From an optimization exercise on the open Yosys and OpenROAD flow, aimed at small area and a short achievable clock period; shortcuts taken in it are not production practice.
At most, simulation tests tie the RTL to the original design; equivalence was not proved.
Only the layout flow was run in run 1; the RTL was not checked for function there.
Power figures rest on the tool's default switching activity, not on a simulated workload. The flow treats the clock pin as an ideal source, which a real chip does not have.

## flow/flow/run.sh

```bash
#!/bin/bash
# Standard ORFS layout (the standard.sh, standard synthesis) with three changes:
#  - port buffers are buf_2 cells instead of the default delay cells,
#  - resizing may change a cell's footprint,
#  - clock tree from clkbuf_16 cells in larger sink clusters, without dummy loads.
# make's full output goes to flow_make.log in this folder; ORFS keeps each
# step's log under orfs/logs/.
set -euo pipefail
export BUFFER_PORTS_ARGS="-buffer_cell sky130_fd_sc_hd__buf_2"
export CTS_ARGS="-sink_clustering_enable -repair_clock_nets -dont_use_dummy_load -buf_list {sky130_fd_sc_hd__clkbuf_16} -sink_clustering_size 30 -sink_clustering_max_diameter 150"
bash standard.sh MATCH_CELL_FOOTPRINT=0 finish > flow_make.log 2>&1
```

## flow/standard.sh

```bash
#!/bin/bash
# synth_recipe.tcl (not shown) runs the flow's synth.tcl, then flattens the netlist and writes it again
# the make line also repeats each setting of config.mk as NAME=value (left out here)
make -C /OpenROAD-flow-scripts/flow DESIGN_CONFIG=/design/flow/config.mk WORK_HOME=/design/flow/orfs CLKGATE_MAP_FILE= SYNTH_SCRIPT=/design/flow/synth_recipe.tcl "${@:-finish}"
```

## flow/config.mk

```make
export PLATFORM = sky130hd
export DESIGN_NAME = mpi_endpoint
export DESIGN_NICKNAME = mpi_endpoint
export VERILOG_FILES = /design/flow/design.v
export SDC_FILE = /design/flow/constraint.sdc
export NUM_CORES = 4
export LEC_CHECK = 0
export CAP_MARGIN = 20
export CORE_MARGIN = 2
export CORE_UTILIZATION = 72
export SETUP_SLACK_MARGIN = 2.9
export SLEW_MARGIN = 20
```

## flow/constraint.sdc

```tcl
create_clock -name core_clock -period 6.0 [get_ports {clk}]
set_input_delay 1.2000 -clock core_clock [delete_from_list [all_inputs] [get_ports {clk}]]
set_output_delay 1.2000 -clock core_clock [all_outputs]
set_load 0.01 [all_outputs]
```

## flow/design.v

```verilog
package mpi_pkg;
  localparam int flit_w = 32;
  typedef logic [flit_w-1:0] flit_t;
  typedef logic [31:0]       bus_addr_t;
  typedef enum logic [1:0] {
    sel_fifo,
    sel_ctrl,
    sel_other
  } reg_sel_t;
  localparam logic [2:0] ctrl_class     = 3'b111;
  localparam int         ctrl_class_lsb = 24;
  localparam int         ctrl_src_lsb   = 27;
  localparam int         ctrl_dst_lsb   = 19;
  localparam int         ctrl_reply_bit  = 0;
  localparam int         ctrl_enable_bit = 1;
  function automatic integer size_w_f(input integer depth);
    size_w_f = $clog2(depth + 1);
    if (size_w_f < 1) begin
      size_w_f = 1;
    end
  endfunction
endpackage
`timescale 1ns/10ps
module mpi_packet_buffer #(
  parameter bit rel_marks = 1'b0
) (
  input  logic        clk,
  input  logic        rst,
  input  logic        push,
  input  logic [31:0] push_flit,
  input  logic        push_last,
  input  logic        pop,
  output logic [31:0] head_flit,
  output logic        head_last,
  output logic        full,
  output logic [14:0] ring_last
);
  localparam int ring_n = 15;
  logic [31:0]       mem [ring_n];
  logic [ring_n-1:0] last_mem;
  logic [3:0]        wr_ptr;
  logic [ring_n-1:0] rd_hot;
  logic [4:0]        count;
  logic              ring_busy;
  logic              head_used;
  logic              head_from_ring;
  logic              head_from_push;
  logic              ring_push;
  logic [31:0]       ring_flit;
  logic              ring_flit_last;
  assign full      = count[4];
  assign head_used = (count != 5'd0);
  assign ring_busy = (count[4:1] != 4'd0);
  assign head_from_ring = pop && ring_busy;
  assign head_from_push = push && (!head_used || (pop && !ring_busy));
  assign ring_push      = push && !head_from_push;
  always_comb begin
    ring_flit = 32'd0;
    for (int i = 0; i < ring_n; i++) begin
      ring_flit = ring_flit | ({32{rd_hot[i]}} & mem[i]);
    end
  end
  generate
    if (rel_marks) begin : g_rel
      logic [ring_n-1:0] rel_last;
      logic [ring_n:0]   fill_in;
      logic [ring_n:0]   upd;
      always_comb begin
        for (int j = 0; j < ring_n; j++) begin
          fill_in[j] = (count <= 5'(j + 1));
          upd[j]     = fill_in[j] ? push_last : rel_last[j];
        end
        fill_in[ring_n] = 1'b1;
        upd[ring_n]     = push_last;
      end
      always_ff @(posedge clk) begin
        for (int j = 0; j < ring_n; j++) begin
          rel_last[j] <= head_from_ring ? upd[j + 1] : upd[j];
        end
      end
      assign ring_flit_last = rel_last[0];
      assign ring_last      = rel_last;
    end else begin : g_abs
      always_ff @(posedge clk) begin
        for (int i = 0; i < ring_n; i++) begin
          if ((wr_ptr == 4'(i)) && !full) begin
            last_mem[i] <= push_last;
          end
        end
      end
      always_comb begin
        ring_flit_last = 1'b0;
        for (int i = 0; i < ring_n; i++) begin
          ring_flit_last = ring_flit_last | (rd_hot[i] & last_mem[i]);
        end
      end
      assign ring_last = '0;
    end
  endgenerate
  always_ff @(posedge clk) begin
    if (!head_used || pop) begin
      head_flit <= ring_busy ? ring_flit : push_flit;
      head_last <= ring_busy ? ring_flit_last : push_last;
    end
  end
  always_ff @(posedge clk) begin
    for (int i = 0; i < ring_n; i++) begin
      if ((wr_ptr == 4'(i)) && !full) begin
        mem[i] <= push_flit;
      end
    end
  end
  always_ff @(posedge clk) begin
    if (rst) begin
      wr_ptr <= 4'd0;
      rd_hot <= ring_n'(1);
      count  <= 5'd0;
    end else begin
      if (ring_push) begin
        wr_ptr <= (wr_ptr == 4'(ring_n - 1)) ? 4'd0 : wr_ptr + 4'd1;
      end
      if (head_from_ring) begin
        rd_hot <= {rd_hot[ring_n-2:0], rd_hot[ring_n-1]};
      end
      case ({push, pop})
        2'b10:   count <= count + 5'd1;
        2'b01:   count <= count - 5'd1;
        default: count <= count;
      endcase
    end
  end
endmodule
`timescale 1ns/10ps
module mpi_endpoint #(
  parameter int buf_depth = 16
) (
  input  logic               clk,
  input  logic               rst,
  output mpi_pkg::flit_t     noc_out_flit,
  output logic               noc_out_last,
  output logic               noc_out_valid,
  input  logic               noc_out_ready,
  input  mpi_pkg::flit_t     noc_in_flit,
  input  logic               noc_in_last,
  input  logic               noc_in_valid,
  output logic               noc_in_ready,
  input  mpi_pkg::bus_addr_t bus_addr,
  input  logic               bus_we,
  input  logic               bus_en,
  input  mpi_pkg::flit_t     bus_data_in,
  output mpi_pkg::flit_t     bus_data_out,
  output logic               bus_ack,
  output logic               bus_err,
  output logic               irq
);
  logic slot_fifo;
  logic slot_ctrl;
  assign slot_fifo = (bus_addr[5:2] == 4'h0);
  assign slot_ctrl = (bus_addr[5:2] == 4'h1);
  logic fifo_wr;
  logic fifo_rd;
  assign fifo_wr = bus_en && bus_we && slot_fifo;
  assign fifo_rd = bus_en && !bus_we && slot_fifo;
  logic enabled;
  logic        tx_push;
  logic        tx_pop;
  logic [31:0] tx_head;
  logic        tx_head_last;
  logic        tx_full;
  logic [4:0]  tx_pkts;
  logic        tx_have;
  logic        tx_in_pkt;
  logic        fr_busy;
  logic [4:0]  fr_rem;
  logic        fr_last;
  assign fr_last = (fr_rem == 5'd1);
  assign tx_push = fifo_wr && fr_busy && !tx_full;
  always_ff @(posedge clk) begin
    if (rst) begin
      fr_busy <= 1'b0;
      fr_rem  <= 5'd0;
    end else if (fifo_wr) begin
      if (!fr_busy) begin
        fr_rem  <= bus_data_in[4:0];
        fr_busy <= (bus_data_in[4:0] != 5'd0);
      end else if (!tx_full) begin
        fr_rem  <= fr_rem - 5'd1;
        fr_busy <= !fr_last;
      end
    end
  end
  mpi_packet_buffer u_tx_buffer (
    .clk       (clk),
    .rst       (rst),
    .push      (tx_push),
    .push_flit (bus_data_in),
    .push_last (fr_last),
    .pop       (tx_pop),
    .head_flit (tx_head),
    .head_last (tx_head_last),
    .full      (tx_full),
    .ring_last ()
  );
  logic        rx_push;
  logic        rx_pop;
  logic [31:0] rx_head;
  logic        rx_head_last;
  logic        rx_full;
  logic [14:0] rx_ring_last;
  logic [4:0]  rx_pkts;
  logic [3:0]  rx_in_len;
  logic        rx_in_pkt;
  logic        rd_flit;
  logic        pending;
  logic        is_req;
  logic        take_req;
  logic        send_reply;
  logic [4:0]  reply_src;
  logic [22:0] reply_mid;
  assign rx_in_pkt = (rx_in_len != 4'd0);
  assign is_req = !rx_in_pkt && noc_in_last
               && (noc_in_flit[26:24] == 3'b111) && !noc_in_flit[0];
  assign noc_in_ready = !pending && !rx_full;
  assign rx_push      = noc_in_valid && noc_in_ready && !is_req;
  assign take_req     = noc_in_valid && noc_in_ready && is_req;
  always_ff @(posedge clk) begin
    if (!pending) begin
      reply_src <= noc_in_flit[23:19];
      reply_mid <= {noc_in_flit[31:27], noc_in_flit[18:2], enabled};
    end
  end
  mpi_packet_buffer #(.rel_marks(1'b1)) u_rx_buffer (
    .clk       (clk),
    .rst       (rst),
    .push      (rx_push),
    .push_flit (noc_in_flit),
    .push_last (noc_in_last),
    .pop       (rx_pop),
    .head_flit (rx_head),
    .head_last (rx_head_last),
    .full      (rx_full),
    .ring_last (rx_ring_last)
  );
  assign tx_pop        = tx_have && !send_reply && noc_out_ready;
  assign noc_out_last  = send_reply || tx_head_last;
  assign noc_out_flit  = send_reply
                       ? {reply_src, 3'b111, reply_mid[22:18], reply_mid[17:1], reply_mid[0], 1'b1}
                       : tx_head;
  assign rx_pop = fifo_rd && rd_flit;
  logic [3:0]  next_size;
  always_comb begin
    next_size = 4'd0;
    for (int i = 14; i >= 0; i--) begin
      if (rx_ring_last[i]) next_size = 4'(i + 1);
    end
  end
  logic [4:0]  size_q;
  logic        rx_done;
  logic        rx_end;
  assign rx_done = rx_push && noc_in_last;
  assign rx_end  = rx_pop && rx_head_last;
  always_ff @(posedge clk) begin
    if (rst) begin
      size_q <= 5'd0;
    end else if (rx_end) begin
      if (rx_pkts[4:1] != 4'd0) begin
        size_q <= {1'b0, next_size};
      end else if (rx_done) begin
        size_q <= {1'b0, rx_in_len} + 5'd1;
      end else begin
        size_q <= 5'd0;
      end
    end else if (rx_done && !irq) begin
      size_q <= {1'b0, rx_in_len} + 5'd1;
    end
  end
  assign bus_err      = bus_en && !slot_fifo && !slot_ctrl;
  assign bus_ack      = bus_en && (slot_ctrl || (slot_fifo && !(bus_we && fr_busy && tx_full)));
  assign bus_data_out = bus_addr[2] ? {30'd0, noc_out_valid, irq}
                      : rd_flit     ? rx_head
                      :               {27'd0, size_q};
  logic       pending_nxt;
  logic       tx_in_pkt_nxt;
  logic [4:0] tx_pkts_nxt;
  logic [4:0] rx_pkts_nxt;
  always_comb begin
    pending_nxt = pending;
    if (take_req) begin
      pending_nxt = 1'b1;
    end else if (send_reply && noc_out_ready) begin
      pending_nxt = 1'b0;
    end
    tx_in_pkt_nxt = tx_pop ? !tx_head_last : tx_in_pkt;
    case ({tx_push && fr_last, tx_pop && tx_head_last})
      2'b10:   tx_pkts_nxt = tx_pkts + 5'd1;
      2'b01:   tx_pkts_nxt = tx_pkts - 5'd1;
      default: tx_pkts_nxt = tx_pkts;
    endcase
    case ({rx_done, rx_end})
      2'b10:   rx_pkts_nxt = rx_pkts + 5'd1;
      2'b01:   rx_pkts_nxt = rx_pkts - 5'd1;
      default: rx_pkts_nxt = rx_pkts;
    endcase
  end
  always_ff @(posedge clk) begin
    if (rst) begin
      enabled       <= 1'b0;
      pending       <= 1'b0;
      rx_in_len     <= 4'd0;
      tx_in_pkt     <= 1'b0;
      rd_flit       <= 1'b0;
      tx_pkts       <= 5'd0;
      rx_pkts       <= 5'd0;
      send_reply    <= 1'b0;
      tx_have       <= 1'b0;
      noc_out_valid <= 1'b0;
      irq           <= 1'b0;
    end else begin
      if (bus_en && bus_we && slot_ctrl) begin
        enabled <= 1'b1;
      end
      if (rx_push) begin
        rx_in_len <= noc_in_last ? 4'd0 : rx_in_len + 4'd1;
      end
      if (fifo_rd) begin
        if (!rd_flit) begin
          rd_flit <= irq;
        end else if (rx_head_last) begin
          rd_flit <= 1'b0;
        end
      end
      pending       <= pending_nxt;
      tx_in_pkt     <= tx_in_pkt_nxt;
      tx_pkts       <= tx_pkts_nxt;
      rx_pkts       <= rx_pkts_nxt;
      send_reply    <= pending_nxt && !tx_in_pkt_nxt;
      tx_have       <= (tx_pkts_nxt != 5'd0);
      noc_out_valid <= (pending_nxt && !tx_in_pkt_nxt) || (tx_pkts_nxt != 5'd0);
      irq           <= (rx_pkts_nxt != 5'd0);
    end
  end
endmodule
```

==> impl_metrics.ini, run 1 <==
[outcome]
status = complete, no violations

[synth]
ys_warn_count = 5
synth_seq_cells = 1165
yosysTopAreaCell = edfxtp_1
synth_cell_types = 73
synth_top_area_share_pct = 73.6
synth-simple-area-share_pct = 5.16
ys.flop_type = edfxtp_1
synthTopCellsByArea = edfxtp_1, dfxtp_1, a22o_1, a221oi_1, a22oi_1
synth_xor_area_share_pct = 0.401
synth.avg_cell_area_sq_um = 16.7
synth_fa_ha_area_share_pct = 0.648
synthCells = 2609
syn-cell-area_sq_mm = 0.0437
synthMuxAreaShare_pct = 1.53
synth_top_family_by_area = compound AO/OA/AOI/OAI gates
ys_seq_area_share_pct = 77.9
synth_edf_count = 1070
synth_compound_area_share_pct = 12.4
synthesis.nets = 2734
async_flop_share_pct = 0

[global_route]
gr-usage-all-layers_pct = 35.7
grt_antenna_before_repair = 10
globalRouteOverflowTotal = 0
grt_max_degree = 71
first_global_vias = 24600
grt_pass1_wl_microns = 161000

[power]
p_comb_share_pct = 3.6
p_seq_share_pct = 69.4
swShare_pct = 19.9
netSwitchingPower_mw = 2.61
ir_drop_uv = 314
p_int_mw = 10.5
total_power_mw = 13.1
p_per_area_mw_per_mm2 = 279
p_leak_nw = 14.8
clkPwrFrac_pct = 27.0

[placed_design]
port_buffers = 144
dpl_cell_area_sq_mm = 0.0455
place_ws_ns = 1.61
place_hpwl_microns = 57300
routabilityCongestion = 0.874

[cts]
ctsHtreeMaxLevel = 2
clock_path_buffers = 3
hold_buffers = 0
cts_inserted_buffers = 44
path_clk_slew_ns = 0.11
root_buffer = clkbuf_16
cts_tree = built
clock-sinks = 1165
insertion_delay_ns = 0.63

[drt]
firstDrtPassIters = 6
remaining_drc_errors = 0
wl_met2_microns = 55100
wl_met3_microns = 12400
via_per_inst = 7.34
maxUsedRoutingLayer = met5
drt_iter0_markers = 3747
totalWireLength_microns = 111000
drt-met1-wl_microns = 39900
routedWlPerCell_microns = 32.1
drtAntennaViolNets = 0
num_vias = 25500

[setup_path]
cp-start-kind = input port
crit_chain = buf_8 > or4b_4 > a31oi_1 > buf_2
crit_required_ns = 4.80
cp_top_family = simple AND/OR/NAND/NOR gates
worstSetupPathType = input port to output port
path_buf_inv = 2
crit_fanout = 3
end_kind = output port
crit_path_top_delay_cell = or4b_4
cpPeakStageDelay_ns = 0.58
arrival_ns = 2.21

[finish]
mostFrequentLayoutCells = edfxtp_1, a22oi_1, a22o_1, a221oi_1, nor2_1
mostFrequentLayoutCell = edfxtp_1
fin_area_sq_mm = 0.0470
drive_gt1_share_pct = 14.6
area_growth_pct = 7.62
nets = 2818

[die]
dieHeight_microns = 250
pin_count = 173
die_w_microns = 250
dieArea_sq_mm = 0.0626
row_count = 90
core_sq_mm = 0.0601
start_util_pct = 72.6

[worst_hold_path]
hold_class = flip-flop to flip-flop

[timing]
post-route-min-period_ns = 3.41
worstMarginPinSlew_ns = 1.08
finalCritPeriodShare_pct = 56.9
setup_violations = 0
fin_skew_ns = 0.0401
fin_ws_ns = 2.59
rsz0062_at_grt = yes
fmaxAchievable_ghz = 0.293
hold_viol = 0
slew_headroom_pct = 28.0
finalSetupTns_ns = 0
finalMaxSlewViolations = 0

[run]
maxCapViolCount = 0
[worst register-to-register path, delay by kind of cell, from the launching register on]
kind,cells,cell delay (ns)
flops,1,0.67
fa+ha+maj,2,0.42
simple gates,5,1.18
xor+xnor,2,0.32
compound gates,2,0.42
[cell usage after synthesis (7+ instances only)]
cell type	count
a211oi_1	7
a21oi_1	75
a221oi_1	130
a222oi_1	65
a22o_1	131
a22oi_1	135
a41oi_1	67
and2_1	32
and3_1	70
buf_1	11
buf_2	10
clkbuf_1	166
dfxtp_1	95
edfxtp_1	1070
ha_1	21
inv_1	21
mux2_2	29
mux2i_1	34
nand2_1	102
nand2b_1	7
nand3_1	15
nor2_1	140
nor2b_1	10
nor3_1	22
nor4_1	12
o21ai_0	27
or2_2	9
xnor2_1	9
xor2_1	11
[logic make-up after synthesis]
| group | after synthesis |
|---|---|
| compound gates | 676 |
| xor+xnor | 20 |
| fa+ha+maj | 22 |
| buf+inv | 212 |
| flops | 1165 |
| mux | 63 |
| simple gates | 451 |
[final cells by class]
class	instances	area [sq um]
Tap cell	782	978
Antenna cell	4	10.0
Inverter	22	82.6
Sequential cell	1165	34000
Clock buffer	44	1100
Fill cell	3299	13100
Multi-Input combinational cell	1233	9260
Timing Repair Buffer	227	1520
[power groups by stage]
stage	registers (mW)	logic, mW	clock network (mW)
2_1_floorplan	9.23	0.239	0
3_3_place_gp	9.26	0.441	0
3_5_place_dp	9.27	0.459	0
4_1_cts	9.09	0.467	3.53
5_1_grt	9.10	0.514	3.77
6_report	9.09	0.476	3.53
[per-stage QoR]
step	cells	utilization, %	hold slack [ns]
final	3477	78.2	0.459
after global routing	3474	78.1	0.466
after CTS	3468	77.9	0.453
after detailed placement	3413	75.6	0.424
after global placement	3413	75.6	0.417
after floorplan	2609	-	0.409
[path summary, 6_finish.rpt]
check	cells after the start	end	start	slack, ns
hold / removal	0	reply_mid[0]$_DFFE_PN_	enabled$_SDFFE_PP0P_	0.46
setup reg to reg	11	noc_out_valid$_SDFF_PP0_	fr_busy$_SDFFE_PP0N_	2.84
hold reg to reg	0	reply_mid[0]$_DFFE_PN_	enabled$_SDFFE_PP0P_	0.46
setup / recovery	4	bus_ack	bus_addr[3]	2.59
[state kept, by name (all words and copies together) (netlist names), 4 cells and up]
name,flops
u_rx_buffer.wr_ptr,4
u_rx_buffer.g_rel.rel_last,15
u_tx_buffer.wr_ptr,4
rx_in_len,4
reply_mid,23
size_q,5
u_rx_buffer.head_flit,32
u_rx_buffer.rd_hot,15
u_rx_buffer.count,5
tx_pkts,5
u_tx_buffer.mem,480
u_tx_buffer.rd_hot,15
u_rx_buffer.mem,480
u_tx_buffer.last_mem,15
u_tx_buffer.head_flit,32
rx_pkts,5
fr_rem,5
reply_src,5
u_tx_buffer.count,5
[routing by layer]
metal | track usage, % | vias up
met5 | 0 | -
met4 | 13.3 | 10
met3 | 5.79 | 266
met2 | 58.8 | 1680
met1 | 49.0 | 12800
li1 | - | 10700
[timing repair]
action | CTS | global route
gates cloned | 2 | 0
resized for setup | 38 | 18
setup buffers | 9 | 5
endpoints found under the setup margin | 64 | 36
pin swaps | 10 | 8
==> run 2: changes to the inputs <==
--- a/flow/design.v
+++ b/flow/design.v
@@ -33,6 +33,7 @@
   output logic [31:0] head_flit,
   output logic        head_last,
   output logic        full,
+  output logic        full_nxt,
   output logic [14:0] ring_last
 );
   localparam int ring_n = 15;
@@ -49,6 +50,8 @@
   logic [31:0]       ring_flit;
   logic              ring_flit_last;
   assign full      = count[4];
+  assign full_nxt  = rst ? 1'b0
+                   : (count[4] && !pop) || ((count == 5'd15) && push && !pop);
   assign head_used = (count != 5'd0);
   assign ring_busy = (count[4:1] != 4'd0);
   assign head_from_ring = pop && ring_busy;
@@ -175,20 +178,34 @@
   logic        fr_last;
   assign fr_last = (fr_rem == 5'd1);
   assign tx_push = fifo_wr && fr_busy && !tx_full;
-  always_ff @(posedge clk) begin
-    if (rst) begin
-      fr_busy <= 1'b0;
-      fr_rem  <= 5'd0;
-    end else if (fifo_wr) begin
+  logic        fr_busy_nxt;
+  logic [4:0]  fr_rem_nxt;
+  always_comb begin
+    fr_busy_nxt = fr_busy;
+    fr_rem_nxt  = fr_rem;
+    if (fifo_wr) begin
       if (!fr_busy) begin
-        fr_rem  <= bus_data_in[4:0];
-        fr_busy <= (bus_data_in[4:0] != 5'd0);
+        fr_rem_nxt  = bus_data_in[4:0];
+        fr_busy_nxt = (bus_data_in[4:0] != 5'd0);
       end else if (!tx_full) begin
-        fr_rem  <= fr_rem - 5'd1;
-        fr_busy <= !fr_last;
+        fr_rem_nxt  = fr_rem - 5'd1;
+        fr_busy_nxt = !fr_last;
       end
     end
   end
+  logic        tx_full_nxt;
+  logic        wr_block;
+  always_ff @(posedge clk) begin
+    if (rst) begin
+      fr_busy  <= 1'b0;
+      fr_rem   <= 5'd0;
+      wr_block <= 1'b0;
+    end else begin
+      fr_busy  <= fr_busy_nxt;
+      fr_rem   <= fr_rem_nxt;
+      wr_block <= fr_busy_nxt && tx_full_nxt;
+    end
+  end
   mpi_packet_buffer u_tx_buffer (
     .clk       (clk),
     .rst       (rst),
@@ -199,6 +216,7 @@
     .head_flit (tx_head),
     .head_last (tx_head_last),
     .full      (tx_full),
+    .full_nxt  (tx_full_nxt),
     .ring_last ()
   );
   logic        rx_push;
@@ -239,6 +257,7 @@
     .head_flit (rx_head),
     .head_last (rx_head_last),
     .full      (rx_full),
+    .full_nxt  (),
     .ring_last (rx_ring_last)
   );
   assign tx_pop        = tx_have && !send_reply && noc_out_ready;
@@ -275,7 +294,7 @@
     end
   end
   assign bus_err      = bus_en && !slot_fifo && !slot_ctrl;
-  assign bus_ack      = bus_en && (slot_ctrl || (slot_fifo && !(bus_we && fr_busy && tx_full)));
+  assign bus_ack      = bus_en && (slot_ctrl || (slot_fifo && !(bus_we && wr_block)));
   assign bus_data_out = bus_addr[2] ? {30'd0, noc_out_valid, irq}
                       : rd_flit     ? rx_head
                       :               {27'd0, size_q};
@@ -283,6 +302,8 @@
   logic       tx_in_pkt_nxt;
   logic [4:0] tx_pkts_nxt;
   logic [4:0] rx_pkts_nxt;
+  logic       tx_have_nxt;
+  logic       irq_nxt;
   always_comb begin
     pending_nxt = pending;
     if (take_req) begin
@@ -292,14 +313,32 @@
     end
     tx_in_pkt_nxt = tx_pop ? !tx_head_last : tx_in_pkt;
     case ({tx_push && fr_last, tx_pop && tx_head_last})
-      2'b10:   tx_pkts_nxt = tx_pkts + 5'd1;
-      2'b01:   tx_pkts_nxt = tx_pkts - 5'd1;
-      default: tx_pkts_nxt = tx_pkts;
+      2'b10: begin
+        tx_pkts_nxt = tx_pkts + 5'd1;
+        tx_have_nxt = 1'b1;
+      end
+      2'b01: begin
+        tx_pkts_nxt = tx_pkts - 5'd1;
+        tx_have_nxt = (tx_pkts != 5'd1);
+      end
+      default: begin
+        tx_pkts_nxt = tx_pkts;
+        tx_have_nxt = tx_have;
+      end
     endcase
     case ({rx_done, rx_end})
-      2'b10:   rx_pkts_nxt = rx_pkts + 5'd1;
-      2'b01:   rx_pkts_nxt = rx_pkts - 5'd1;
-      default: rx_pkts_nxt = rx_pkts;
+      2'b10: begin
+        rx_pkts_nxt = rx_pkts + 5'd1;
+        irq_nxt     = 1'b1;
+      end
+      2'b01: begin
+        rx_pkts_nxt = rx_pkts - 5'd1;
+        irq_nxt     = (rx_pkts != 5'd1);
+      end
+      default: begin
+        rx_pkts_nxt = rx_pkts;
+        irq_nxt     = irq;
+      end
     endcase
   end
   always_ff @(posedge clk) begin
@@ -334,9 +373,9 @@
       tx_pkts       <= tx_pkts_nxt;
       rx_pkts       <= rx_pkts_nxt;
       send_reply    <= pending_nxt && !tx_in_pkt_nxt;
-      tx_have       <= (tx_pkts_nxt != 5'd0);
-      noc_out_valid <= (pending_nxt && !tx_in_pkt_nxt) || (tx_pkts_nxt != 5'd0);
-      irq           <= (rx_pkts_nxt != 5'd0);
+      tx_have       <= tx_have_nxt;
+      noc_out_valid <= (pending_nxt && !tx_in_pkt_nxt) || tx_have_nxt;
+      irq           <= irq_nxt;
     end
   end
 endmodule
==> flow/flow/run.sh (replaced) <==
#!/bin/bash
# Standard ORFS layout (the standard.sh and synthesis script) with these changes:
#  - port buffers are buf_2 cells instead of the default delay cells,
#  - resizing may change a cell's footprint,
#  - clock tree from clkbuf_16 cells in larger sink clusters, without dummy loads,
#  - the slow four-input OR/NOR cells are added to the platform's don't-use list.
# make's full output goes to flow_make.log in this folder; ORFS keeps each
# step's log under orfs/logs/.
set -euo pipefail
export BUFFER_PORTS_ARGS="-buffer_cell sky130_fd_sc_hd__buf_2"
export CTS_ARGS="-sink_clustering_enable -repair_clock_nets -dont_use_dummy_load -buf_list {sky130_fd_sc_hd__clkbuf_16} -sink_clustering_size 30 -sink_clustering_max_diameter 150"
platform_dont_use="sky130_fd_sc_hd__probe_p_8 sky130_fd_sc_hd__probec_p_8 sky130_fd_sc_hd__lpflow_bleeder_1 sky130_fd_sc_hd__lpflow_clkbufkapwr_1 sky130_fd_sc_hd__lpflow_clkbufkapwr_16 sky130_fd_sc_hd__lpflow_clkbufkapwr_2 sky130_fd_sc_hd__lpflow_clkbufkapwr_4 sky130_fd_sc_hd__lpflow_clkbufkapwr_8 sky130_fd_sc_hd__lpflow_clkinvkapwr_1 sky130_fd_sc_hd__lpflow_clkinvkapwr_16 sky130_fd_sc_hd__lpflow_clkinvkapwr_2 sky130_fd_sc_hd__lpflow_clkinvkapwr_4 sky130_fd_sc_hd__lpflow_clkinvkapwr_8 sky130_fd_sc_hd__lpflow_decapkapwr_12 sky130_fd_sc_hd__lpflow_decapkapwr_3 sky130_fd_sc_hd__lpflow_decapkapwr_4 sky130_fd_sc_hd__lpflow_decapkapwr_6 sky130_fd_sc_hd__lpflow_decapkapwr_8 sky130_fd_sc_hd__lpflow_inputiso0n_1 sky130_fd_sc_hd__lpflow_inputiso0p_1 sky130_fd_sc_hd__lpflow_inputiso1n_1 sky130_fd_sc_hd__lpflow_inputiso1p_1 sky130_fd_sc_hd__lpflow_inputisolatch_1 sky130_fd_sc_hd__lpflow_isobufsrc_1 sky130_fd_sc_hd__lpflow_isobufsrc_16 sky130_fd_sc_hd__lpflow_isobufsrc_2 sky130_fd_sc_hd__lpflow_isobufsrc_4 sky130_fd_sc_hd__lpflow_isobufsrc_8 sky130_fd_sc_hd__lpflow_isobufsrckapwr_16 sky130_fd_sc_hd__lpflow_lsbuf_lh_hl_isowell_tap_1 sky130_fd_sc_hd__lpflow_lsbuf_lh_hl_isowell_tap_2 sky130_fd_sc_hd__lpflow_lsbuf_lh_hl_isowell_tap_4 sky130_fd_sc_hd__lpflow_lsbuf_lh_isowell_4 sky130_fd_sc_hd__lpflow_lsbuf_lh_isowell_tap_1 sky130_fd_sc_hd__lpflow_lsbuf_lh_isowell_tap_2 sky130_fd_sc_hd__lpflow_lsbuf_lh_isowell_tap_4"
slow4=""
for c in or4 or4b or4bb nor4 nor4b nor4bb; do
  for d in 1 2 4; do slow4="$slow4 sky130_fd_sc_hd__${c}_${d}"; done
done
bash standard.sh MATCH_CELL_FOOTPRINT=0 "DONT_USE_CELLS=$platform_dont_use$slow4" finish > flow_make.log 2>&1
==> flow/config.mk (replaced) <==
export PLATFORM = sky130hd
export DESIGN_NAME = mpi_endpoint
export DESIGN_NICKNAME = mpi_endpoint
export VERILOG_FILES = /design/flow/design.v
export SDC_FILE = /design/flow/constraint.sdc
export NUM_CORES = 4
export LEC_CHECK = 0
export CAP_MARGIN = 5
export CORE_MARGIN = 2
export CORE_UTILIZATION = 68
export SETUP_SLACK_MARGIN = 2.8
export SLEW_MARGIN = 5
==> run 2 against run 1 <==
Net effect: cell count is 0.72% higher; wire length is 0.24% lower; flip-flop and latch count is 1 higher; worst setup slack better by 0.18 ns; highest routed layer unchanged; non-clock buffer count is 6 lower; still clean; sequential power hardly changed; worst hold slack worse by 0.00085 ns; design area is 0.17% lower; fmax is 5.7% higher.
==> impl_metrics.ini, run 2 <==
[setup_path]
worst_path_most_repeated_cell = buf_12
arrival_ns = 2.03
crit_fanout = 7
crit_start = bus_addr[2]
end_kind = output port
crit_chain = buf_16 > nor2b_4 > buf_12 > buf_12 > and2_4 > buf_6
crit_path_top_delay_cell = buf_12
cpPeakStageDelay_ns = 0.16
crit_required_ns = 4.80
crit-reg2reg-launch = u_rx_buffer.count[4]$_SDFFE_PP0P_
worstSetupPathType = input port to output port
cp-start-kind = input port

[cts]
hold_buffers = 0
path_clk_slew_ns = 0.11
clock-sinks = 1166
ctsHtreeMaxLevel = 2
clock_path_buffers = 3
cts_inserted_buffers = 44
root_buffer = clkbuf_16
insertion_delay_ns = 0.62
cts_tree = built

[drt]
remaining_drc_errors = 0
maxUsedRoutingLayer = met5
num_vias = 25200
drtAntennaViolNets = 0
firstDrtPassIters = 6
wl_met3_microns = 11200
wl_met2_microns = 55600
totalWireLength_microns = 111000
drt-met1-wl_microns = 40900
routedWlPerCell_microns = 31.8
via_per_inst = 7.19
drt_iter0_markers = 3569

[synth]
synth.avg_cell_area_sq_um = 17.0
ys_warn_count = 5
yosysTopAreaCell = edfxtp_1
async_flop_share_pct = 0
synthCells = 2569
syn-cell-area_sq_mm = 0.0436
ys.flop_type = edfxtp_1
synth_top_area_share_pct = 73.7
synthesis.nets = 2697
synthTopCellsByCount = edfxtp_1, nor2_1, clkbuf_1, a22oi_1
ys_seq_area_share_pct = 78.1
synth_cell_types = 65
synth_most_common_cell = edfxtp_1
synthTopCellsByArea = edfxtp_1, dfxtp_1, a221oi_1, a22o_1, a22oi_1
synth_seq_cells = 1166
synth_edf_count = 1070

[run]
maxCapViolCount = 0

[timing]
hold_viol = 0
finalMaxSlewViolations = 0
worstMarginPinSlew_ns = 1.21
post-route-min-period_ns = 3.23
slew_headroom_pct = 19.0
finalCritPeriodShare_pct = 53.8
whs_ns = 0.458
rsz0062_at_grt = yes
setup_violations = 0
fin_ws_ns = 2.77
fmaxAchievable_ghz = 0.310
finalSetupTns_ns = 0
fin_skew_ns = 0.0209

[global_route]
grt_pass1_wl_microns = 160000
grt_max_degree = 55
first_global_vias = 24100
gr-usage-all-layers_pct = 33.2
grt_antenna_before_repair = 10
globalRouteOverflowTotal = 0

[outcome]
status = complete, no violations

[worst_hold_path]
min-delay-start = enabled$_SDFFE_PP0P_
hold_class = flip-flop to flip-flop

[finish]
mostFrequentLayoutCell = edfxtp_1
fin_area_sq_mm = 0.0469
reg_top3 = u_rx_buffer.mem (480), u_tx_buffer.mem (480)
mostFrequentLayoutCells = edfxtp_1, nor2_1, a22oi_1, a22o_1, a221oi_1
nets = 2783
area_growth_pct = 7.54
fin_cells = 3502
drive_gt1_share_pct = 14.4

[power]
ir_drop_uv = 307
p_leak_nw = 14.8
p_per_area_mw_per_mm2 = 279

[placed_design]
port_buffers = 144
dp_cells = 3447
place_ws_ns = 2.05
routabilityCongestion = 0.838
place_hpwl_microns = 57300
dpl_cell_area_sq_mm = 0.0455

[die]
dieArea_sq_mm = 0.0662
die_w_microns = 257
dieHeight_microns = 257
start_util_pct = 69.0
core_sq_mm = 0.0632
pin_count = 173
row_count = 92
==> run 2: worst paths after layout <==
path                                             endpoint  slack, ns  cells after the start
hold reg to reg                    reply_mid[0]$_DFFE_PN_       0.46                      0
hold / removal                     reply_mid[0]$_DFFE_PN_       0.46                      0
setup / recovery                         bus_data_out[16]       2.77                      6
setup reg to reg  u_rx_buffer.g_rel.rel_last[0]$_DFFE_PP_       3.12                      4
==> run 2: power breakdown <==
group	switching, mW	internal, mW
clock	2.20	1.33
sequential	0.0717	9.01
combinational	0.330	0.151
total	2.60	10.5
==> run 2: critical path: cells and delay by family <==
kind          cells  cell delay (ns)
simple gates      2             0.29
buf+inv           4             0.53
==> run 2: logic make-up (layout without fill, tap and decap cells) <==
kind of cell / count (synthesis) / count (layout) / synth area share, %
flip-flops: 1166 / 1166 / 78.1
XOR/XNOR: 17 / 17 / 0.341
adder cells (fa/ha/maj): 25 / 25 / 0.734
other: 0 / 3 / 0
multiplexers: 79 / 79 / 1.90
buffers and inverters: 208 / 291 / 1.86
AO/OA/AOI/OAI: 656 / 656 / 12.2
AND/OR/NAND/NOR: 418 / 419 / 4.93
==> run 2: stage by stage <==
step / power, mW / utilization (%)
2_1_floorplan: 9.47 / -
3_3_place_gp: 9.70 / 72.0
3_5_place_dp: 9.73 / 72.0
4_1_cts: 13.1 / 74.2
5_1_grt: 13.4 / 74.2
6_report: 13.1 / 74.2
==> run 2: metal layers <==
layer  global-route usage, %  up-vias
li1                        -    10600
met3                    4.18      207
met1                    46.1    12800
met4                    10.7       12
met2                    55.6     1548
met5                       0        -
==> run 2: final cells by class <==
| class | instances | area [sq um] |
|---|---|---|
| Antenna cell | 3 | 7.51 |
| Clock buffer | 44 | 1100 |
| Fill cell | 3774 | 16300 |
| Inverter | 26 | 104 |
| Multi-Input combinational cell | 1196 | 9100 |
| Sequential cell | 1166 | 34100 |
| Tap cell | 846 | 1060 |
| Timing Repair Buffer | 221 | 1480 |
==> run 2: repair_timing <==
action	in CTS	in global routing
pin swaps	7	9
resized for setup	36	7
endpoints found under the setup margin	60	18
cloned	2	0
buffers inserted	5	1
==> run 3: changes to the inputs <==
==> flow/config.mk (replaced) <==
export PLATFORM = sky130hd
export DESIGN_NAME = mpi_endpoint
export DESIGN_NICKNAME = mpi_endpoint
export VERILOG_FILES = /design/flow/design.v
export SDC_FILE = /design/flow/constraint.sdc
export NUM_CORES = 4
export LEC_CHECK = 0
export CAP_MARGIN = 20
export CORE_MARGIN = 2
export CORE_UTILIZATION = 65
export SETUP_SLACK_MARGIN = 2.9
export SLEW_MARGIN = 20
==> run 3 against run 2 <==
Net effect: still clean on timing, DRC and antenna; count of clock-buffer cells in the layout unchanged; fmax up 1.3%; worst setup slack better by 0.042 ns; critical path depth down 2; critical endpoint is now bus_ack; largest power group unchanged; highest routed layer unchanged.
==> impl_metrics.ini, run 3 <==
[outcome]
status = complete, no violations

[finish]
nets = 2782
multi_input_area_sq_mm = 0.00911
area_growth_pct = 7.67
fill_cells = 4168
mostFrequentLayoutCell = edfxtp_1
mostFrequentLayoutCells = edfxtp_1, nor2_1, a22oi_1, a22o_1, a221oi_1
final-seq-area_sq_mm = 0.0341
reg_top3 = u_rx_buffer.mem (480), u_tx_buffer.mem (480)
drive_gt1_share_pct = 14.7

[synth]
synthesis.nets = 2697
synthCells = 2569
synth_most_common_cell = edfxtp_1
synth_fa_ha_area_share_pct = 0.734
synth_top_area_share_pct = 73.7
synth.avg_cell_area_sq_um = 17.0
synth_compound_area_share_pct = 12.2
yosysTopAreaCell = edfxtp_1
synth_edf_count = 1070
synthMuxAreaShare_pct = 1.90
syn-cell-area_sq_mm = 0.0436
synth_top_family_by_area = compound AO/OA/AOI/OAI gates
ys_seq_area_share_pct = 78.1
async_flop_share_pct = 0
synthTopCellsByCount = edfxtp_1, nor2_1, clkbuf_1, a22oi_1
ys.flop_type = edfxtp_1
synth-simple-area-share_pct = 4.93
synth_xor_area_share_pct = 0.341
synthTopCellsByArea = edfxtp_1, dfxtp_1, a221oi_1, a22o_1, a22oi_1
ys_warn_count = 5
synth_cell_types = 65
synth_seq_cells = 1166

[setup_path]
crit_fanout = 2
crit_required_ns = 4.80
crit_path_top_delay_cell = or3_1
worstSetupPathType = input port to output port
path_buf_inv = 2
end_kind = output port
crit_chain = buf_6 > or3_1 > a211oi_2 > buf_2
arrival_ns = 1.99
cp-start-kind = input port
cp_top_family = simple AND/OR/NAND/NOR gates
cpPeakStageDelay_ns = 0.37

[drt]
totalWireLength_microns = 112000
routedWlPerCell_microns = 31.8
via_per_inst = 7.13
drtAntennaViolNets = 0
drt_iter0_markers = 3409
firstDrtPassIters = 6
num_vias = 25100
remaining_drc_errors = 0

[global_route]
grt_max_degree = 49
gr-usage-all-layers_pct = 31.9
globalRouteOverflowTotal = 0
grt_antenna_before_repair = 9
first_global_vias = 23800
grt_pass1_wl_microns = 161000

[power]
p_comb_share_pct = 3.7
p_seq_share_pct = 69.2
netSwitchingPower_mw = 2.63
swShare_pct = 20.0
p_leak_nw = 14.8
clkPwrFrac_pct = 27.1
p_int_mw = 10.5
p_per_area_mw_per_mm2 = 279
total_power_mw = 13.1
ir_drop_uv = 254

[timing]
finalMaxSlewViolations = 0
slew_headroom_pct = 32.6
setup_violations = 0
hold_viol = 0
rsz0062_at_grt = yes
post-route-min-period_ns = 3.19
fmaxAchievable_ghz = 0.314
finalSetupTns_ns = 0
worstMarginPinSlew_ns = 1.01
fin_skew_ns = 0.0490
finalCritPeriodShare_pct = 53.1

[placed_design]
place_hpwl_microns = 57400
port_buffers = 144
routabilityCongestion = 0.807

[cts]
ctsHtreeMaxLevel = 2
cts_inserted_buffers = 44
clock-sinks = 1166
cts_tree = built
root_buffer = clkbuf_16
clock_path_buffers = 3
path_clk_slew_ns = 0.12
hold_buffers = 0
insertion_delay_ns = 0.64

[die]
die_w_microns = 263
core_sq_mm = 0.0661
dieArea_sq_mm = 0.0692
row_count = 94
pin_count = 173
start_util_pct = 66.0
dieHeight_microns = 263

[run]
maxCapViolCount = 0

[worst_hold_path]
hold_class = flip-flop to flip-flop
## run 3: cell counts after synthesis
No cell type changed its count.
## run 3: final timing paths
kind / startpoint / endpoint / slack [ns] / cells after the start
max: bus_addr[4] / bus_ack / 2.81 / 4
min: enabled$_SDFFE_PP0P_ / reply_mid[0]$_DFFE_PN_ / 0.46 / 0
max reg2reg: u_rx_buffer.count[4]$_SDFFE_PP0P_ / u_rx_buffer.wr_ptr[1]$_SDFFE_PP0P_ / 3.21 / 6
min reg2reg: enabled$_SDFFE_PP0P_ / reply_mid[0]$_DFFE_PN_ / 0.46 / 0
## run 3: cell families after synthesis
| logic type | after synthesis |
|---|---|
| AO/OA/AOI/OAI | 656 |
| buffers and inverters | 208 |
| AND/OR/NAND/NOR | 418 |
| flip-flops | 1166 |
| XOR/XNOR | 17 |
| multiplexers | 79 |
| adder cells (fa/ha/maj) | 25 |
## run 3: timing repair
action | in CTS | in global routing
cloned | 2 | 0
endpoints found under the setup margin | 62 | 34
setup buffers | 6 | 0
gates resized for setup | 34 | 7
pin swaps | 15 | 0
## run 3: area by class of cell
class / count / area share [%]
Sequential cell: 1166 / 72.5
Multi-Input combinational cell: 1196 / 19.4
Timing Repair Buffer: 220 / 3.18
Clock buffer: 44 / 2.34
Tap cell: 864 / 2.30
Inverter: 26 / 0.221
Antenna cell: 1 / 0.00533
## run 3: power by group through the flow
stage          clock [mW]  sequential, mW  combinational (mW)
5_1_grt              3.84            9.10               0.524
2_1_floorplan           0            9.23               0.239
3_3_place_gp            0            9.26               0.445
3_5_place_dp            0            9.27               0.465
6_report             3.56            9.08               0.484
4_1_cts              3.59            9.08               0.475
## run 3: through the flow
stage / instance area, sq um / hold slack [ns] / worst slack, ns / std cells / util, %
2_1_floorplan: 43700 / 0.409 / 2.35 / 2569 / -
3_3_place_gp: 45500 / 0.413 / 2.49 / 3463 / 68.9
3_5_place_dp: 45500 / 0.425 / 2.43 / 3463 / 68.9
4_1_cts: 46900 / 0.454 / 2.83 / 3515 / 71.0
5_1_grt: 47000 / 0.469 / 2.80 / 3516 / 71.1
6_report: 47000 / 0.456 / 2.81 / 3517 / 71.1
## run 3: metal layers
layer / global-route usage (%) / wire length [microns] / vias to the layer above
li1: - / - / 10600
met1: 43.9 / 42800 / 12900
met2: 54.4 / 56000 / 1329
met3: 4.49 / 10200 / 193
met4: 8.19 / 2990 / 16
met5: 0 / 96 / -
==> run 4: changes to the inputs <==
==> flow/flow/run.sh (replaced) <==
#!/bin/bash
# Standard ORFS layout (the standard.sh and synthesis script) with these changes:
#  - port buffers are buf_2 cells instead of the default delay cells,
#  - resizing may change a cell's footprint,
#  - clock tree from clkbuf_16 cells in larger sink clusters, without dummy loads,
#  - the slow three- and four-input OR/NOR cells are added to the platform's don't-use list.
# make's full output goes to flow_make.log in this folder; ORFS keeps each
# step's log under orfs/logs/.
set -euo pipefail
export BUFFER_PORTS_ARGS="-buffer_cell sky130_fd_sc_hd__buf_2"
export CTS_ARGS="-sink_clustering_enable -repair_clock_nets -dont_use_dummy_load -buf_list {sky130_fd_sc_hd__clkbuf_16} -sink_clustering_size 30 -sink_clustering_max_diameter 150"
platform_dont_use="sky130_fd_sc_hd__probe_p_8 sky130_fd_sc_hd__probec_p_8 sky130_fd_sc_hd__lpflow_bleeder_1 sky130_fd_sc_hd__lpflow_clkbufkapwr_1 sky130_fd_sc_hd__lpflow_clkbufkapwr_16 sky130_fd_sc_hd__lpflow_clkbufkapwr_2 sky130_fd_sc_hd__lpflow_clkbufkapwr_4 sky130_fd_sc_hd__lpflow_clkbufkapwr_8 sky130_fd_sc_hd__lpflow_clkinvkapwr_1 sky130_fd_sc_hd__lpflow_clkinvkapwr_16 sky130_fd_sc_hd__lpflow_clkinvkapwr_2 sky130_fd_sc_hd__lpflow_clkinvkapwr_4 sky130_fd_sc_hd__lpflow_clkinvkapwr_8 sky130_fd_sc_hd__lpflow_decapkapwr_12 sky130_fd_sc_hd__lpflow_decapkapwr_3 sky130_fd_sc_hd__lpflow_decapkapwr_4 sky130_fd_sc_hd__lpflow_decapkapwr_6 sky130_fd_sc_hd__lpflow_decapkapwr_8 sky130_fd_sc_hd__lpflow_inputiso0n_1 sky130_fd_sc_hd__lpflow_inputiso0p_1 sky130_fd_sc_hd__lpflow_inputiso1n_1 sky130_fd_sc_hd__lpflow_inputiso1p_1 sky130_fd_sc_hd__lpflow_inputisolatch_1 sky130_fd_sc_hd__lpflow_isobufsrc_1 sky130_fd_sc_hd__lpflow_isobufsrc_16 sky130_fd_sc_hd__lpflow_isobufsrc_2 sky130_fd_sc_hd__lpflow_isobufsrc_4 sky130_fd_sc_hd__lpflow_isobufsrc_8 sky130_fd_sc_hd__lpflow_isobufsrckapwr_16 sky130_fd_sc_hd__lpflow_lsbuf_lh_hl_isowell_tap_1 sky130_fd_sc_hd__lpflow_lsbuf_lh_hl_isowell_tap_2 sky130_fd_sc_hd__lpflow_lsbuf_lh_hl_isowell_tap_4 sky130_fd_sc_hd__lpflow_lsbuf_lh_isowell_4 sky130_fd_sc_hd__lpflow_lsbuf_lh_isowell_tap_1 sky130_fd_sc_hd__lpflow_lsbuf_lh_isowell_tap_2 sky130_fd_sc_hd__lpflow_lsbuf_lh_isowell_tap_4"
slow4=""
for c in or3 or3b nor3 nor3b or4 or4b or4bb nor4 nor4b nor4bb; do
  for d in 1 2 4; do slow4="$slow4 sky130_fd_sc_hd__${c}_${d}"; done
done
bash standard.sh MATCH_CELL_FOOTPRINT=0 "DONT_USE_CELLS=$platform_dont_use$slow4" finish > flow_make.log 2>&1
--- a/flow/config.mk
+++ b/flow/config.mk
@@ -8,5 +8,5 @@
 export CAP_MARGIN = 20
 export CORE_MARGIN = 2
 export CORE_UTILIZATION = 65
-export SETUP_SLACK_MARGIN = 2.9
+export SETUP_SLACK_MARGIN = 2.95
 export SLEW_MARGIN = 20
==> run 4 against run 3 <==
Net effect: via count increased by 0.69%; wire length increased by 2.2%; combinational power decreased by 0.8%; fmax decreased by 1.3%; flip-flop and latch count unchanged; critical endpoint is now bus_data_out[29]; largest cell class unchanged.
==> impl_metrics.ini, run 4 <==
[power]
ir_drop_uv = 363
p_per_area_mw_per_mm2 = 278
p_leak_nw = 14.9

[setup_path]
worstSetupPathType = input port to output port
arrival_ns = 2.03
path_buf_inv = 4
ff2ff_path_depth = 9
worst_path_most_repeated_cell = buf_12
cpPeakStageDelay_ns = 0.17
crit_path_top_delay_cell = buf_12
crit_fanout = 7
end_kind = output port
crit_cells = 6
cp_top_family = buffers and inverters
crit_chain = buf_12 > nor2b_4 > buf_12 > buf_12 > and2_4 > buf_6
cp-start-kind = input port
crit_required_ns = 4.80

[placed_design]
place_ws_ns = 2.31
routabilityCongestion = 0.831
place_hpwl_microns = 57700
dpl_cell_area_sq_mm = 0.0456
port_buffers = 144

[synth]
synth_most_common_cell = edfxtp_1
synthCells = 2588
yosysTopAreaCell = edfxtp_1
ys.flop_type = edfxtp_1
ys_warn_count = 5
async_flop_share_pct = 0
synth_edf_count = 1070
synthTopCellsByArea = edfxtp_1, dfxtp_1, a22o_1, a221oi_1, a22oi_1
synth_seq_cells = 1166
ys_seq_area_share_pct = 78.0
synth_cell_types = 59
synthTopCellsByCount = edfxtp_1, nor2_1, clkbuf_1, a22o_1, a22oi_1
synth.avg_cell_area_sq_um = 16.9
synthesis.nets = 2716
synth_top_area_share_pct = 73.6
syn-cell-area_sq_mm = 0.0437

[timing]
finalCritPeriodShare_pct = 53.8
rsz0062_at_grt = yes
hold_viol = 0
post-route-min-period_ns = 3.23
fmaxAchievable_ghz = 0.310
finalMaxSlewViolations = 0
finalSetupTns_ns = 0
fin_ws_ns = 2.77
worstMarginPinSlew_ns = 0.977
slew_headroom_pct = 34.8
setup_violations = 0
fin_skew_ns = 0.0452

[finish]
area_growth_pct = 8.00
fill_cells = 4328
reg_top3 = u_rx_buffer.mem (480), u_tx_buffer.mem (480)
drive_gt1_share_pct = 14.8
nets = 2811
mostFrequentLayoutCell = edfxtp_1
fin_area_sq_mm = 0.0472
mostFrequentLayoutCells = edfxtp_1, nor2_1, a22o_1, a22oi_1, a221oi_1
finish.utilization_pct = 70.6

[die]
start_util_pct = 65.4
row_count = 95
dieArea_sq_mm = 0.0693
dieHeight_microns = 263
die_w_microns = 263
core_sq_mm = 0.0668
pin_count = 173

[cts]
hold_buffers = 0
cts_inserted_buffers = 44
clock-sinks = 1166
ctsHtreeMaxLevel = 2
cts_tree = built
clock_path_buffers = 3
root_buffer = clkbuf_16
insertion_delay_ns = 0.65
path_clk_slew_ns = 0.11

[global_route]
first_global_vias = 24500
grt_antenna_before_repair = 11
gr-usage-all-layers_pct = 32.8
grt_pass1_wl_microns = 165000
grt_max_degree = 70
globalRouteOverflowTotal = 0

[drt]
routedWlPerCell_microns = 32.2
drt_iter0_markers = 3596
num_vias = 25300
via_per_inst = 7.10
totalWireLength_microns = 115000
remaining_drc_errors = 0
firstDrtPassIters = 9
drtAntennaViolNets = 0

[outcome]
status = complete, no violations

[worst_hold_path]
holdPathStages = 0
hold_class = flip-flop to flip-flop

[run]
maxCapViolCount = 0
-- run 4: cell count changes after synthesis, moves of 5 or more --
| cell | before | now |
|---|---|---|
| and3_1 | 69 | 75 |
| buf_2 | 17 | 4 |
| nor3_1 | 23 | 0 |
| a21oi_1 | 61 | 56 |
| nand2b_1 | 10 | 18 |
| or3_1 | 8 | 0 |
| buf_1 | 11 | 18 |
| nand2_1 | 53 | 70 |
| nor2_1 | 158 | 180 |
| nor2b_1 | 6 | 12 |
-- run 4: path summary, 6_finish.rpt --
kind	startpoint	end	slack, ns
max	bus_addr[2]	bus_data_out[29]	2.77
min	enabled$_SDFFE_PP0P_	reply_mid[0]$_DFFE_PN_	0.47
max reg2reg	fr_busy$_SDFF_PP0_	u_tx_buffer.count[4]$_SDFFE_PP0P_	3.22
min reg2reg	enabled$_SDFFE_PP0P_	reply_mid[0]$_DFFE_PN_	0.47
-- run 4: kinds of logic after synthesis --
family          after synthesis  synth area share [%]
compound gates              657                  12.3
fa+ha+maj                    25                 0.734
buf+inv                     205                  1.77
flops                      1166                  78.0
simple gates                437                  4.92
xor+xnor                     20                 0.401
mux                          78                  1.87
-- run 4: final cells by class --
cell class	instances	area [sq um]	share of cell area [%]
clock buffer	44	1100	2.33
sequential	1166	34100	72.2
inverter	27	101	0.215
tap	873	1090	2.32
timing repair buffer	227	1600	3.40
antenna	3	7.51	0.0159
multi-input combinational	1217	9190	19.5
-- run 4: what timing repair did --
item                       4_1_cts  5_1_grt
setup endpoints to repair       63       35
gates resized for setup         51       12
buffers inserted                 6        6
hold endpoints to repair         0        0
gates cloned                     3        0
pin swaps                       20        4
-- run 4: metal layers --
metal / vias to the layer above / track usage (%) / share of wire, %
li1: 10700 / - / -
met1: 13000 / 44.5 / 38
met2: 1389 / 55.9 / 50
met3: 202 / 4.22 / 8.7
met4: 6 / 10.7 / 3.0
met5: - / 0 / 0.031
-- run 4: worst reg2reg max path, stage by stage (launching register included) --
cell and delay [ns]:
dfxtp_1 0.70, and3b_1 0.23, nand4_1 0.16, ha_2 0.28, fa_1 0.41, a21o_1 0.20, a21oi_1 0.19, mux2i_1 0.23
xor2_1 0.16, nor2_1 0.06
-- run 4: where the power goes --
part | switching (mW) | leakage, nW | internal, mW | total, mW
Combinational | 0.326 | 3.75 | 0.154 | 0.480
Sequential | 0.0737 | 10.6 | 9.01 | 9.09
Clock | 2.23 | 0.542 | 1.33 | 3.56
-- run 4: per-stage QoR --
step                power (mW)  hold slack [ns]  instances
CTS                       13.1            0.477       3548
floorplan                 9.47            0.409       2588
finish                    13.1            0.470       3557
global placement          9.71            0.439       3495
detailed placement        9.73            0.447       3495
global route              13.5            0.485       3556
==> run 5: changes to the inputs <==
==> flow/flow/run.sh (replaced) <==
#!/bin/bash
# Standard ORFS layout (the standard.sh and synthesis script) with these changes:
#  - port buffers are buf_2 cells instead of the default delay cells,
#  - resizing may change a cell's footprint,
#  - clock tree from clkbuf_16 cells in larger sink clusters, without dummy loads,
#  - the slow four-input OR/NOR cells are added to the platform's don't-use list,
#  - synthesis maps with ABC's delay relaxed for area (a copy of ORFS's scripts
#    whose abc_speed.script differs; every other step uses ORFS's own scripts).
# make's full output goes to flow_make.log in this folder; ORFS keeps each
# step's log under orfs/logs/.
set -euo pipefail
export BUFFER_PORTS_ARGS="-buffer_cell sky130_fd_sc_hd__buf_2"
export CTS_ARGS="-sink_clustering_enable -repair_clock_nets -dont_use_dummy_load -buf_list {sky130_fd_sc_hd__clkbuf_16} -sink_clustering_size 30 -sink_clustering_max_diameter 150"
platform_dont_use="sky130_fd_sc_hd__probe_p_8 sky130_fd_sc_hd__probec_p_8 sky130_fd_sc_hd__lpflow_bleeder_1 sky130_fd_sc_hd__lpflow_clkbufkapwr_1 sky130_fd_sc_hd__lpflow_clkbufkapwr_16 sky130_fd_sc_hd__lpflow_clkbufkapwr_2 sky130_fd_sc_hd__lpflow_clkbufkapwr_4 sky130_fd_sc_hd__lpflow_clkbufkapwr_8 sky130_fd_sc_hd__lpflow_clkinvkapwr_1 sky130_fd_sc_hd__lpflow_clkinvkapwr_16 sky130_fd_sc_hd__lpflow_clkinvkapwr_2 sky130_fd_sc_hd__lpflow_clkinvkapwr_4 sky130_fd_sc_hd__lpflow_clkinvkapwr_8 sky130_fd_sc_hd__lpflow_decapkapwr_12 sky130_fd_sc_hd__lpflow_decapkapwr_3 sky130_fd_sc_hd__lpflow_decapkapwr_4 sky130_fd_sc_hd__lpflow_decapkapwr_6 sky130_fd_sc_hd__lpflow_decapkapwr_8 sky130_fd_sc_hd__lpflow_inputiso0n_1 sky130_fd_sc_hd__lpflow_inputiso0p_1 sky130_fd_sc_hd__lpflow_inputiso1n_1 sky130_fd_sc_hd__lpflow_inputiso1p_1 sky130_fd_sc_hd__lpflow_inputisolatch_1 sky130_fd_sc_hd__lpflow_isobufsrc_1 sky130_fd_sc_hd__lpflow_isobufsrc_16 sky130_fd_sc_hd__lpflow_isobufsrc_2 sky130_fd_sc_hd__lpflow_isobufsrc_4 sky130_fd_sc_hd__lpflow_isobufsrc_8 sky130_fd_sc_hd__lpflow_isobufsrckapwr_16 sky130_fd_sc_hd__lpflow_lsbuf_lh_hl_isowell_tap_1 sky130_fd_sc_hd__lpflow_lsbuf_lh_hl_isowell_tap_2 sky130_fd_sc_hd__lpflow_lsbuf_lh_hl_isowell_tap_4 sky130_fd_sc_hd__lpflow_lsbuf_lh_isowell_4 sky130_fd_sc_hd__lpflow_lsbuf_lh_isowell_tap_1 sky130_fd_sc_hd__lpflow_lsbuf_lh_isowell_tap_2 sky130_fd_sc_hd__lpflow_lsbuf_lh_isowell_tap_4"
slow4=""
for c in or4 or4b or4bb nor4 nor4b nor4bb; do
  for d in 1 2 4; do slow4="$slow4 sky130_fd_sc_hd__${c}_${d}"; done
done
rm -rf abc_scripts
cp -r "$FLOW_HOME/scripts" abc_scripts
cat > abc_scripts/abc_speed.script <<'ABC'
&get -n
&st
&syn2
&dch -f
&nf -R 1000 -p
&put
buffer -c
topo
stime -c
upsize -c
dnsize -c
ABC
bash standard.sh MATCH_CELL_FOOTPRINT=0 "DONT_USE_CELLS=$platform_dont_use$slow4" "SCRIPTS_DIR=$PWD/abc_scripts" synth > flow_synth.log 2>&1
bash standard.sh MATCH_CELL_FOOTPRINT=0 "DONT_USE_CELLS=$platform_dont_use$slow4" finish > flow_make.log 2>&1
--- a/flow/config.mk
+++ b/flow/config.mk
@@ -7,6 +7,6 @@
 export LEC_CHECK = 0
 export CAP_MARGIN = 20
 export CORE_MARGIN = 2
-export CORE_UTILIZATION = 65
-export SETUP_SLACK_MARGIN = 2.95
+export CORE_UTILIZATION = 70
+export SETUP_SLACK_MARGIN = 2.9
 export SLEW_MARGIN = 20
==> run 5 against run 4 <==
Net effect: still clean; global-route usage rose by 0.94 points; power up 0.81%; combinational power increased by 19%; wire length decreased by 6.5%; critical endpoint is now bus_data_out[7]; highest routed layer unchanged.
==> impl_metrics.ini, run 5 <==
[setup_path]
ff2ff_path_depth = 5
end_kind = output port
arrival_ns = 2.01
r2r-end = u_tx_buffer.rd_hot[3]$_SDFFE_PP0P_
crit_start = bus_addr[2]
crit-reg2reg-launch = u_tx_buffer.count[4]$_SDFFE_PP0P_
endpoint = bus_data_out[7]
crit_fanout = 7
r2r_slack_ns = 3.26
crit_required_ns = 4.80
cp-start-kind = input port
worstSetupPathType = input port to output port

[synth]
synth_cell_types = 57
synth_xor_area_share_pct = 0.386
async_flop_share_pct = 0
synth-simple-area-share_pct = 6.54
synthTopCellsByCount = edfxtp_1, a222oi_1, nor2_1, nand2_1, clkbuf_1
synth_top_area_share_pct = 74.5
synth_fa_ha_area_share_pct = 0.743
synthTopCellsByArea = edfxtp_1, a222oi_1, dfxtp_1, nor2_1, nand2_1
synth.avg_cell_area_sq_um = 16.4
synth_compound_area_share_pct = 10.1
synth_top_family_by_area = compound AO/OA/AOI/OAI gates
synthMuxAreaShare_pct = 1.52
synthCells = 2623
ys_warn_count = 5
ys_seq_area_share_pct = 79.0
synth_seq_cells = 1166
syn-cell-area_sq_mm = 0.0431
yosysTopAreaCell = edfxtp_1
synthesis.nets = 2751
synth_edf_count = 1070
ys.flop_type = edfxtp_1
synth_most_common_cell = edfxtp_1

[outcome]
status = complete, no violations

[power]
ir_drop_uv = 290
p_per_area_mw_per_mm2 = 284
p_leak_nw = 15.0
clkPwrFrac_pct = 26.7
p_int_mw = 10.6
netSwitchingPower_mw = 2.68
p_comb_share_pct = 4.3
p_seq_share_pct = 69.0
swShare_pct = 20.3

[global_route]
first_global_vias = 24600
gr-usage-all-layers_pct = 33.7
grt_antenna_before_repair = 10
grt_pass1_wl_microns = 155000
grt_max_degree = 43
globalRouteOverflowTotal = 0

[finish]
fin_cells = 3511
fin_area_sq_mm = 0.0465
mostFrequentLayoutCells = edfxtp_1, a222oi_1, nand2_1, nor2_1, buf_2
finish.utilization_pct = 76.8
mostFrequentLayoutCell = edfxtp_1
area_growth_pct = 7.97
nets = 2849
drive_gt1_share_pct = 14.3
reg_top3 = u_rx_buffer.mem (480), u_tx_buffer.mem (480)

[placed_design]
port_buffers = 144
place_ws_ns = 2.04
dp_cells = 3442
dpl_cell_area_sq_mm = 0.0450
routabilityCongestion = 0.852
place_hpwl_microns = 56500

[die]
dieHeight_microns = 252
row_count = 90
die_w_microns = 252
dieArea_sq_mm = 0.0636
start_util_pct = 71.2
pin_count = 173
core_sq_mm = 0.0606

[timing]
fmaxAchievable_ghz = 0.312
fin_skew_ns = 0.0253
hold_viol = 0
worstMarginPinSlew_ns = 1.13
finalSetupTns_ns = 0
finalCritPeriodShare_pct = 53.5
slew_headroom_pct = 24.4
fin_ws_ns = 2.79
post-route-min-period_ns = 3.21
finalMaxSlewViolations = 0
rsz0062_at_grt = yes
setup_violations = 0

[drt]
remaining_drc_errors = 0
routedWlPerCell_microns = 30.5
firstDrtPassIters = 10
num_vias = 25000
via_per_inst = 7.11
drtAntennaViolNets = 0
drt_iter0_markers = 4329
totalWireLength_microns = 107000

[cts]
clock_path_buffers = 3
clock-sinks = 1166
cts_tree = built
ctsHtreeMaxLevel = 2
cts_inserted_buffers = 44
insertion_delay_ns = 0.64
root_buffer = clkbuf_16
path_clk_slew_ns = 0.10

[worst_hold_path]
hold_class = flip-flop to flip-flop

[run]
maxCapViolCount = 0
-- run 5: worst max-delay path, stage by stage --
cell	delay, ns
buf_16	0.11
nor2b_4	0.13
buf_12	0.14
buf_12	0.16
and2_4	0.16
buf_6	0.10
-- run 5: cell families after synthesis --
kind of cell | count (synthesis)
buffers and inverters | 198
AO/OA/AOI/OAI | 541
AND/OR/NAND/NOR | 612
flip-flops | 1166
multiplexers | 62
adder cells (fa/ha/maj) | 25
XOR/XNOR | 19
-- run 5: cell type report --
cell class                 count  area [sq um]
antenna                       10          25.0
clock buffer                  44          1100
fill                        3437         14000
inverter                      25          96.3
multi-input combinational   1260          8730
sequential                  1166         34100
tap                          782           978
timing repair buffer         224          1550
-- run 5: metal layers --
| metal | GRT usage (%) | vias up | share of wire [%] |
|---|---|---|---|
| li1 | - | 10700 | - |
| met1 | 43.7 | 12500 | 35 |
| met3 | 4.78 | 215 | 10 |
| met2 | 58.6 | 1565 | 51 |
| met4 | 13.2 | 8 | 3.4 |
| met5 | 0 | - | 0.052 |
-- run 5: per-stage QoR --
stage          hold WS, ns  total power, mW
2_1_floorplan        0.409             9.57
3_3_place_gp         0.438             9.84
3_5_place_dp         0.423             9.87
4_1_cts              0.463             13.2
5_1_grt              0.488             13.6
6_report             0.456             13.2
-- run 5: worst min path at each step --
stage	depth (start not counted)	start	end	slack, ns
after floorplan	0	enabled$_SDFFE_PP0P_	reply_mid[0]$_DFFE_PN_	0.41
after global placement	0	enabled$_SDFFE_PP0P_	reply_mid[0]$_DFFE_PN_	0.44
after detailed placement	0	enabled$_SDFFE_PP0P_	reply_mid[0]$_DFFE_PN_	0.42
after CTS	0	enabled$_SDFFE_PP0P_	reply_mid[0]$_DFFE_PN_	0.46
after global routing	0	enabled$_SDFFE_PP0P_	reply_mid[0]$_DFFE_PN_	0.49
final	0	enabled$_SDFFE_PP0P_	reply_mid[0]$_DFFE_PN_	0.46
-- run 5: power groups by stage --
stage | sequential [mW] | clock, mW | combinational [mW]
finish | 9.13 | 3.53 | 0.570
global route | 9.15 | 3.80 | 0.616
CTS | 9.13 | 3.55 | 0.567
detailed placement | 9.31 | 0 | 0.555
global placement | 9.30 | 0 | 0.534
floorplan | 9.27 | 0 | 0.300
-- run 5: timing repair --
| action | in CTS | in global routing |
|---|---|---|
| setup endpoints to repair | 62 | 34 |
| pin swaps | 19 | 10 |
| setup buffers | 11 | 2 |
| hold buffers | 0 | 0 |
| gates resized for setup | 49 | 10 |
| gates cloned | 2 | 0 |

## re-timing with driven ports
The results above use ideal ports. As a check the final layouts listed here were re-extracted and re-timed, cells and wires unchanged. Step 1 (the two cells are an assumption about what drives the block):
set clk [get_ports {clk}]
set_driving_cell -lib_cell sky130_fd_sc_hd__clkbuf_16 $clk
set_driving_cell -lib_cell sky130_fd_sc_hd__buf_2 [delete_from_list [all_inputs] $clk]
Step 2 times the ports against the registers' clock, not the clock port: input delays grow and output delays shrink by t, the midpoint of the rising clock arrivals with the driver on. Three values: no drivers, after step 1, after step 2; two values: the first two.
run	t (ns)	setup slack, ns	worst setup path after step 2
run 1	0.676	2.589 / 2.547 / 1.946	input to register
run 2	0.673	2.772 / 2.712 / 2.506	input to register
run 3	0.681	2.814 / 2.779 / 2.470	input to register
run 4	0.689	2.771 / 2.716 / 2.473	input to register
run 5	0.691	2.792 / 2.733 / 2.233	input to register
After both steps every run listed still meets setup and hold. The setup slack of run 1, which loses most, moves by -0.042 ns with the drivers and by -0.643 ns with both steps.
